Context: an optimization exercise on an open-source flow, tuned for small area, a short achievable clock period and few clock cycles per item. The choices shown serve that exercise and are no tape-out recipe. Only simulation tests tie the RTL to the original design; equivalence was not proved.

==> inputs of run D <==
## hid_keyboard_report_builder
module hid_keyboard_report_builder #(
   parameter int KEY_SLOTS   = hkrb_pkg::KEY_SLOTS_DEF,
   parameter int BLOCK_SLOTS = hkrb_pkg::BLOCK_SLOTS_DEF
) (
   input  logic        clock,
   input  logic        reset,
   input  logic        start,
   output logic        busy,
   input  logic [2:0]  req_func,
   input  logic [2:0]  req_modifier_index,
   input  logic [7:0]  req_keycode,
   input  logic [63:0] req_timestamp,
   input  logic [1:0]  req_block_handle,
   output logic        rsp_valid,
   output logic        rsp_has_report,
   output logic [7:0]  rsp_modifier_bits,
   output logic [7:0]  rsp_key_slot0,
   output logic [7:0]  rsp_key_slot1,
   output logic [7:0]  rsp_key_slot2,
   output logic [7:0]  rsp_key_slot3,
   output logic [7:0]  rsp_key_slot4,
   output logic [7:0]  rsp_key_slot5,
   output logic [1:0]  rsp_handle_out,
   output logic [1:0]  rsp_error_code
);
   localparam int K  = KEY_SLOTS;
   localparam int B  = BLOCK_SLOTS;
   localparam int NM = hkrb_pkg::MODIFIER_COUNT;
  ...
make LEC_CHECK=0 CAP_MARGIN=20 CORE_MARGIN=2 CORE_UTILIZATION=45 PLACE_DENSITY=0.6 SETUP_SLACK_MARGIN=3.5 SLEW_MARGIN=20 finish   # period 7.5 ns
run.sh (not shown) runs the stock make flow with config.mk's settings and CLKGATE_MAP_FILE= SYNTH_SCRIPT=/design/flow/synth_recipe.tcl, a recipe that flattens the netlist after the stock synthesis.
==> inputs of run Z, as changes to run D <==
==> flow/design.v (replaced) <==
package hkrb_pkg;
   localparam int KEY_SLOTS_DEF   = 16;
   localparam int BLOCK_SLOTS_DEF = 4;
   localparam int REPORT_KEYS     = 6;
   localparam int MODIFIER_COUNT  = 8;
   localparam logic [2:0] FN_PRESS_MOD   = 3'd0;
   localparam logic [2:0] FN_RELEASE_MOD = 3'd1;
   localparam logic [2:0] FN_PRESS_KEY   = 3'd2;
   localparam logic [2:0] FN_RELEASE_KEY = 3'd3;
   localparam logic [2:0] FN_BLOCK       = 3'd4;
   localparam logic [2:0] FN_UNBLOCK     = 3'd5;
   localparam logic [2:0] FN_REPORT      = 3'd6;
   localparam logic [2:0] FN_QUERY       = 3'd7;
   localparam logic [1:0] ERR_OK         = 2'd0;
   localparam logic [1:0] ERR_KEY_FULL   = 2'd1;
   localparam logic [1:0] ERR_BLOCK_FULL = 2'd2;
   localparam logic [1:0] ERR_BAD_HANDLE = 2'd3;
   typedef struct packed {
      logic [7:0]  code;
      logic [7:0]  count;
      logic        reported;
      logic [63:0] act;
   } key_entry_type;
   typedef struct packed {
      logic          en;
      key_entry_type data;
   } key_wr_type;
endpackage
module hkrb_key_mem #(
   parameter int DEPTH = hkrb_pkg::KEY_SLOTS_DEF
) (
   input  logic                        clock,
   input  hkrb_pkg::key_wr_type        wr,
   input  logic [$clog2(DEPTH)-1:0]    wr_addr,
   input  logic [$clog2(DEPTH)-1:0]    rd_addr,
   output hkrb_pkg::key_entry_type     rd_data
);
   localparam int W = $bits(rd_data);
   logic [W-1:0] mem [0:DEPTH-1];
   logic [W-1:0] rd_data_ff;
   always_ff @(posedge clock) begin
      if (wr.en) begin
         mem[wr_addr] <= wr.data;
      end
      rd_data_ff <= mem[rd_addr];
   end
   assign rd_data = rd_data_ff;
endmodule
module hid_keyboard_report_builder #(
   parameter int KEY_SLOTS   = hkrb_pkg::KEY_SLOTS_DEF,
   parameter int BLOCK_SLOTS = hkrb_pkg::BLOCK_SLOTS_DEF
) (
   input  logic        clock,
   input  logic        reset,
   input  logic        start,
   output logic        busy,
   input  logic [2:0]  req_func,
   input  logic [2:0]  req_modifier_index,
   input  logic [7:0]  req_keycode,
   input  logic [63:0] req_timestamp,
   input  logic [1:0]  req_block_handle,
   output logic        rsp_valid,
   output logic        rsp_has_report,
   output logic [7:0]  rsp_modifier_bits,
   output logic [7:0]  rsp_key_slot0,
   output logic [7:0]  rsp_key_slot1,
   output logic [7:0]  rsp_key_slot2,
   output logic [7:0]  rsp_key_slot3,
   output logic [7:0]  rsp_key_slot4,
   output logic [7:0]  rsp_key_slot5,
   output logic [1:0]  rsp_handle_out,
   output logic [1:0]  rsp_error_code
);
   localparam int K  = KEY_SLOTS;
   localparam int B  = BLOCK_SLOTS;
   localparam int NM = hkrb_pkg::MODIFIER_COUNT;
   localparam int NR = hkrb_pkg::REPORT_KEYS;
   localparam int RW = (B > 1) ? $clog2(B) : 1;
   function automatic logic le64(input logic [63:0] a, input logic [63:0] b);
      logic [63:0] lt, eq;
      lt = ~a & b;
      eq = ~(a ^ b);
      for (int w = 1; w < 64; w = w * 2)
         for (int i = 0; i + w < 64; i = i + 2 * w) begin
            lt[i] = lt[i+w] | (eq[i+w] & lt[i]);
            eq[i] = eq[i+w] & eq[i];
         end
      le64 = lt[0] | eq[0];
   endfunction
   function automatic logic [1:0] fa(input logic a, input logic b, input logic c);
      fa = {(a & b) | (a & c) | (b & c), a ^ b ^ c};
   endfunction
   function automatic logic [3:0] pc15(input logic [14:0] x);
      logic [1:0] p0, p1, p2, p3, p4, q0, q1, r0, r1, r2, u;
      p0 = fa(x[0], x[1], x[2]);
      p1 = fa(x[3], x[4], x[5]);
      p2 = fa(x[6], x[7], x[8]);
      p3 = fa(x[9], x[10], x[11]);
      p4 = fa(x[12], x[13], x[14]);
      q0 = fa(p0[0], p1[0], p2[0]);
      q1 = fa(p3[0], p4[0], q0[0]);
      r0 = fa(p0[1], p1[1], p2[1]);
      r1 = fa(p3[1], p4[1], q0[1]);
      r2 = fa(r0[0], r1[0], q1[1]);
      u  = fa(r0[1], r1[1], r2[1]);
      pc15 = {u[1], u[0], r2[0], q1[0]};
   endfunction
   logic [7:0]  mod_cnt_ff [NM];
   logic [K-1:0] kv_ff;                  
   logic [7:0]  kcode_ff [K];
   logic [7:0]  kcnt_ff  [K];
   logic [K-1:0] krep_ff;
   logic [63:0] kact_ff  [K];
   logic [K-1:0] kvis_ff;                
   logic        older_ff [K][K];         
   logic [B-1:0] bv_ff;
   logic [63:0] btime_ff [B];
   logic [RW-1:0] brank_ff [B];
   logic        last_empty_ff;
   logic        sw_act_ff;               
   logic [1:0]  sw_grp_ff;               
   logic        rep_pend_ff;             
   logic        rsp_valid_ff, rsp_report_ff;
   logic [7:0]  rsp_keys_ff [NR];
   logic [1:0]  rsp_handle_ff, rsp_err_ff;
   logic acc;
   assign acc = start && !reset && !rep_pend_ff;
   logic f_pmod, f_rmod, f_pkey, f_rkey, f_blk, f_ublk;
   assign f_pmod = acc && req_func == hkrb_pkg::FN_PRESS_MOD;
   assign f_rmod = acc && req_func == hkrb_pkg::FN_RELEASE_MOD;
   assign f_pkey = acc && req_func == hkrb_pkg::FN_PRESS_KEY;
   assign f_rkey = acc && req_func == hkrb_pkg::FN_RELEASE_KEY;
   assign f_blk  = acc && req_func == hkrb_pkg::FN_BLOCK;
   assign f_ublk = acc && req_func == hkrb_pkg::FN_UNBLOCK;
   logic f_rep_acc, f_rep;
   assign f_rep_acc = acc && req_func == hkrb_pkg::FN_REPORT;
   assign f_rep  = (f_rep_acc || (rep_pend_ff && !reset)) && !sw_act_ff;
   logic [7:0] mod_nz;
   always_comb
      for (int m = 0; m < NM; m++) mod_nz[m] = (mod_cnt_ff[m] != 8'd0);
   logic [7:0] mod_sel, mod_new;
   assign mod_sel = mod_cnt_ff[req_modifier_index];
   always_comb begin
      mod_new = mod_sel;
      if (f_pmod && mod_sel != 8'hFF) mod_new = mod_sel + 8'd1;
      if (f_rmod && mod_sel != 8'h00) mod_new = mod_sel - 8'd1;
   end
   logic [K-1:0] match, free_first;
   logic         hit, full;
   logic [7:0]   cnt_sel, cnt_inc, cnt_dec;
   always_comb begin
      cnt_sel = '0;
      for (int i = 0; i < K; i++) begin
         match[i] = kv_ff[i] && (kcode_ff[i] == req_keycode);
         if (match[i]) cnt_sel = cnt_sel | kcnt_ff[i];
      end
      hit  = |match;
      full = &kv_ff;
      free_first = '0;
      for (int i = K - 1; i >= 0; i--)
         if (!kv_ff[i]) free_first = K'(1) << i;
   end
   assign cnt_inc = (cnt_sel != 8'hFF) ? cnt_sel + 8'd1 : cnt_sel;
   assign cnt_dec = (cnt_sel != 8'h00) ? cnt_sel - 8'd1 : cnt_sel;
   logic rel_remove;     
   always_comb begin
      rel_remove = 1'b0;
      for (int i = 0; i < K; i++)
         if (match[i] && krep_ff[i]) rel_remove = 1'b1;
      rel_remove = rel_remove && (cnt_dec == 8'd0);
   end
   logic         ins;
   logic [K-1:0] ins_v;
   assign ins   = f_pkey && !hit && !full;
   assign ins_v = ins ? free_first : '0;
   logic [B-1:0] bfree_first, brank0, brank1, bhnd;
   logic         bany_free;
   logic [RW-1:0] bactive_n, hnd_rank;
   logic         hnd_ok, blocked;
   logic [63:0]  lim_cur;
   always_comb begin
      bfree_first = '0;
      bany_free   = 1'b0;
      bactive_n   = '0;
      lim_cur     = '0;
      hnd_rank    = '0;
      for (int s = 0; s < B; s++) begin
         if (!bv_ff[s] && !bany_free) begin
            bfree_first[s] = 1'b1;
            bany_free      = 1'b1;
         end
         if (bv_ff[s]) bactive_n = bactive_n + RW'(1);
         brank0[s] = bv_ff[s] && brank_ff[s] == RW'(0);
         brank1[s] = bv_ff[s] && brank_ff[s] == RW'(1);
         bhnd[s]   = bv_ff[s] && 2'(s) == req_block_handle;
         if (brank0[s]) lim_cur = lim_cur | btime_ff[s];
         if (bhnd[s])   hnd_rank = hnd_rank | brank_ff[s];
      end
      blocked = |brank0;
      hnd_ok  = |bhnd;
   end
   logic         lim_chg, lim_blocked;
   always_comb begin
      lim_chg     = 1'b0;
      lim_blocked = 1'b1;
      if (f_blk && !blocked) lim_chg = 1'b1;
      if (f_ublk && hnd_ok && hnd_rank == RW'(0)) begin
         lim_chg     = 1'b1;
         lim_blocked = |brank1;
      end
   end
   logic vis_ins;
   assign vis_ins = !blocked || le64(req_timestamp, lim_cur);
   localparam int NG = 4;
   localparam int GS = K / NG;
   logic [GS-1:0] sw_vis;
   logic [63:0]   sw_act [GS];
   always_comb begin
      for (int c = 0; c < GS; c++) begin
         sw_act[c] = '0;
         for (int g = 0; g < NG; g++)
            if (sw_grp_ff == 2'(g)) sw_act[c] = sw_act[c] | kact_ff[g*GS+c];
         sw_vis[c] = le64(sw_act[c], lim_cur);
      end
   end
   logic [K-1:0] purge, cand, reached, placed, purged;
   logic [3:0]   nbef [K];
   logic [14:0]  older_c [K];
   always_comb begin
      for (int i = 0; i < K; i++) begin
         purge[i] = kv_ff[i] && krep_ff[i] && (kcnt_ff[i] == 8'd0);
         cand[i]  = kv_ff[i] && !purge[i] && kvis_ff[i];
      end
      for (int i = 0; i < K; i++) begin
         for (int j = 0; j < K; j++) begin
            if (j < i) older_c[i][j]   = older_ff[j][i] && cand[j];
            if (j > i) older_c[i][j-1] = !older_ff[i][j] && cand[j];
         end
         nbef[i]    = pc15(older_c[i]);
         reached[i] = nbef[i] < 4'(NR);
         placed[i]  = f_rep && reached[i] && cand[i];
         purged[i]  = f_rep && reached[i] && purge[i];
      end
   end
   logic [7:0] slot [NR];
   always_comb begin
      for (int k = 0; k < NR; k++) begin
         slot[k] = '0;
         for (int i = 0; i < K; i++)
            if (placed[i] && nbef[i] == 4'(k)) slot[k] = slot[k] | kcode_ff[i];
      end
   end
   always_ff @(posedge clock) begin
      rsp_valid_ff <= (acc && !f_rep_acc) || f_rep;
      if (f_rep_acc && sw_act_ff) rep_pend_ff <= 1'b1;
      if (f_rep) rep_pend_ff <= 1'b0;
      if (acc || f_rep) begin
         rsp_report_ff <= f_rep;
         for (int k = 0; k < NR; k++) rsp_keys_ff[k] <= slot[k];
         rsp_handle_ff <= '0;
         rsp_err_ff    <= hkrb_pkg::ERR_OK;
         if (f_pkey && !hit && full) rsp_err_ff <= hkrb_pkg::ERR_KEY_FULL;
         if (f_blk) begin
            if (!bany_free) rsp_err_ff <= hkrb_pkg::ERR_BLOCK_FULL;
            for (int s = 0; s < B; s++)
               if (bfree_first[s]) rsp_handle_ff <= 2'(s);
         end
         if (f_ublk && !hnd_ok) rsp_err_ff <= hkrb_pkg::ERR_BAD_HANDLE;
      end
      if (f_pmod || f_rmod) mod_cnt_ff[req_modifier_index] <= mod_new;
      if (sw_act_ff) begin
         sw_grp_ff <= sw_grp_ff + 2'd1;
         if (sw_grp_ff == 2'(NG - 1)) sw_act_ff <= 1'b0;
      end
      if (lim_chg) begin
         sw_act_ff <= lim_blocked;
         sw_grp_ff <= 2'd0;
      end
      for (int i = 0; i < K; i++) begin
         if (sw_act_ff && sw_grp_ff == 2'(i / GS)) kvis_ff[i] <= sw_vis[i % GS];
         if (lim_chg && !lim_blocked) kvis_ff[i] <= 1'b1;
         if (ins_v[i]) begin
            kcode_ff[i] <= req_keycode;
            kact_ff[i]  <= req_timestamp;
            kcnt_ff[i]  <= 8'd1;
            krep_ff[i]  <= 1'b0;
            kvis_ff[i]  <= vis_ins;
            kv_ff[i]    <= 1'b1;
         end
         if (match[i] && f_pkey) kcnt_ff[i] <= cnt_inc;
         if (match[i] && f_rkey) begin
            kcnt_ff[i] <= cnt_dec;
            if (rel_remove) kv_ff[i] <= 1'b0;
         end
         if (placed[i]) krep_ff[i] <= 1'b1;
         if (purged[i]) kv_ff[i] <= 1'b0;
         for (int j = i + 1; j < K; j++) begin
            if (ins_v[i]) older_ff[i][j] <= 1'b0;
            if (ins_v[j]) older_ff[i][j] <= 1'b1;
         end
      end
      if (f_rep) last_empty_ff <= !(|mod_nz || |cand);
      if (f_blk) begin
         for (int s = 0; s < B; s++)
            if (bfree_first[s]) begin
               bv_ff[s]    <= 1'b1;
               btime_ff[s] <= req_timestamp;
               brank_ff[s] <= bactive_n;
            end
      end
      if (f_ublk && hnd_ok) begin
         for (int s = 0; s < B; s++) begin
            if (bhnd[s]) bv_ff[s] <= 1'b0;
            else if (bv_ff[s] && brank_ff[s] > hnd_rank) brank_ff[s] <= brank_ff[s] - RW'(1);
         end
      end
      if (reset) begin
         rsp_valid_ff  <= 1'b0;
         rep_pend_ff   <= 1'b0;
         sw_act_ff     <= 1'b0;
         kv_ff         <= '0;
         bv_ff         <= '0;
         last_empty_ff <= 1'b1;
         for (int m = 0; m < NM; m++) mod_cnt_ff[m] <= 8'd0;
      end
   end
   assign busy              = rep_pend_ff;
   assign rsp_valid         = rsp_valid_ff;
   assign rsp_has_report    = !last_empty_ff || |mod_nz || |kv_ff;
   assign rsp_modifier_bits = rsp_report_ff ? mod_nz : 8'd0;
   assign rsp_key_slot0     = rsp_keys_ff[0];
   assign rsp_key_slot1     = rsp_keys_ff[1];
   assign rsp_key_slot2     = rsp_keys_ff[2];
   assign rsp_key_slot3     = rsp_keys_ff[3];
   assign rsp_key_slot4     = rsp_keys_ff[4];
   assign rsp_key_slot5     = rsp_keys_ff[5];
   assign rsp_handle_out    = rsp_handle_ff;
   assign rsp_error_code    = rsp_err_ff;
endmodule
--- a/flow/config.mk
+++ b/flow/config.mk
@@ -4,10 +4,9 @@
 export VERILOG_FILES = /design/flow/design.v
 export SDC_FILE = /design/flow/constraint.sdc
 export NUM_CORES = 4
 export LEC_CHECK = 0
 export CAP_MARGIN = 20
 export CORE_MARGIN = 2
 export CORE_UTILIZATION = 45
 export PLACE_DENSITY = 0.6
-export SETUP_SLACK_MARGIN = 3.5
 export SLEW_MARGIN = 20
==> impl_metrics.toml <==
[pwr]
leakagePower_nw = 41.2

[global_routing]
use_met2_pct = 54.3

[finish]
nNetsFinal = 8013

[status]
status = "finished clean"

[synth]
netlist_instances = 6702
synth-compound-area-share_pct = 14.9

[setup_path]
arrival_ns = 3.12
(the above is from run D)
==> impl_metrics.toml <==
[pwr]
leakagePower_nw = 35.6

[synth]
synth-compound-area-share_pct = 14.5

[status]
status = "finished clean"

[finish]
nNetsFinal = 7410
n_all_buffers = 471

[setup_path]
arrival_ns = 7.52

[global_routing]
use_met2_pct = 50.8
(the above is from run Z)
Testbench counts of run D, summed over its fixed seeds: cycles 4,890, items 4,800.
Testbench counts of run Z, summed over its fixed seeds: cycles 4,890, items 4,800.

-- static timing again, ports no longer ideal --
The flow's constraints put no driver on any port. The routed layouts listed below were extracted and timed again, unchanged, in two steps.
Step 1: set_driving_cell puts a clkbuf_16 on clock and a buf_2 on each other input, an assumption about the parent block.
Step 2 times the ports against the registers' clock, not the clock port: input delays grow and output delays shrink by t, the midpoint of the rising clock arrivals with the driver on.
a / b / c = ideal ports / drivers / drivers and shift; a / b = the first two.
run | t, ns | setup WS [ns] | worst hold slack (ns) | worst slew at a driven data input, ns
run D | 0.949 | 2.881 / 2.789 / 2.309 | 0.454 / 0.454 / 0.454 | 0.24
run Z | 0.940 | 0.682 / 0.682 / 0.124 | 0.450 / 0.450 / 0.450 | 0.16
After both steps setup and hold are still met in every run listed. The setup slack of run D, which loses most, moves by -0.092 ns with the drivers and by -0.572 ns with both steps.
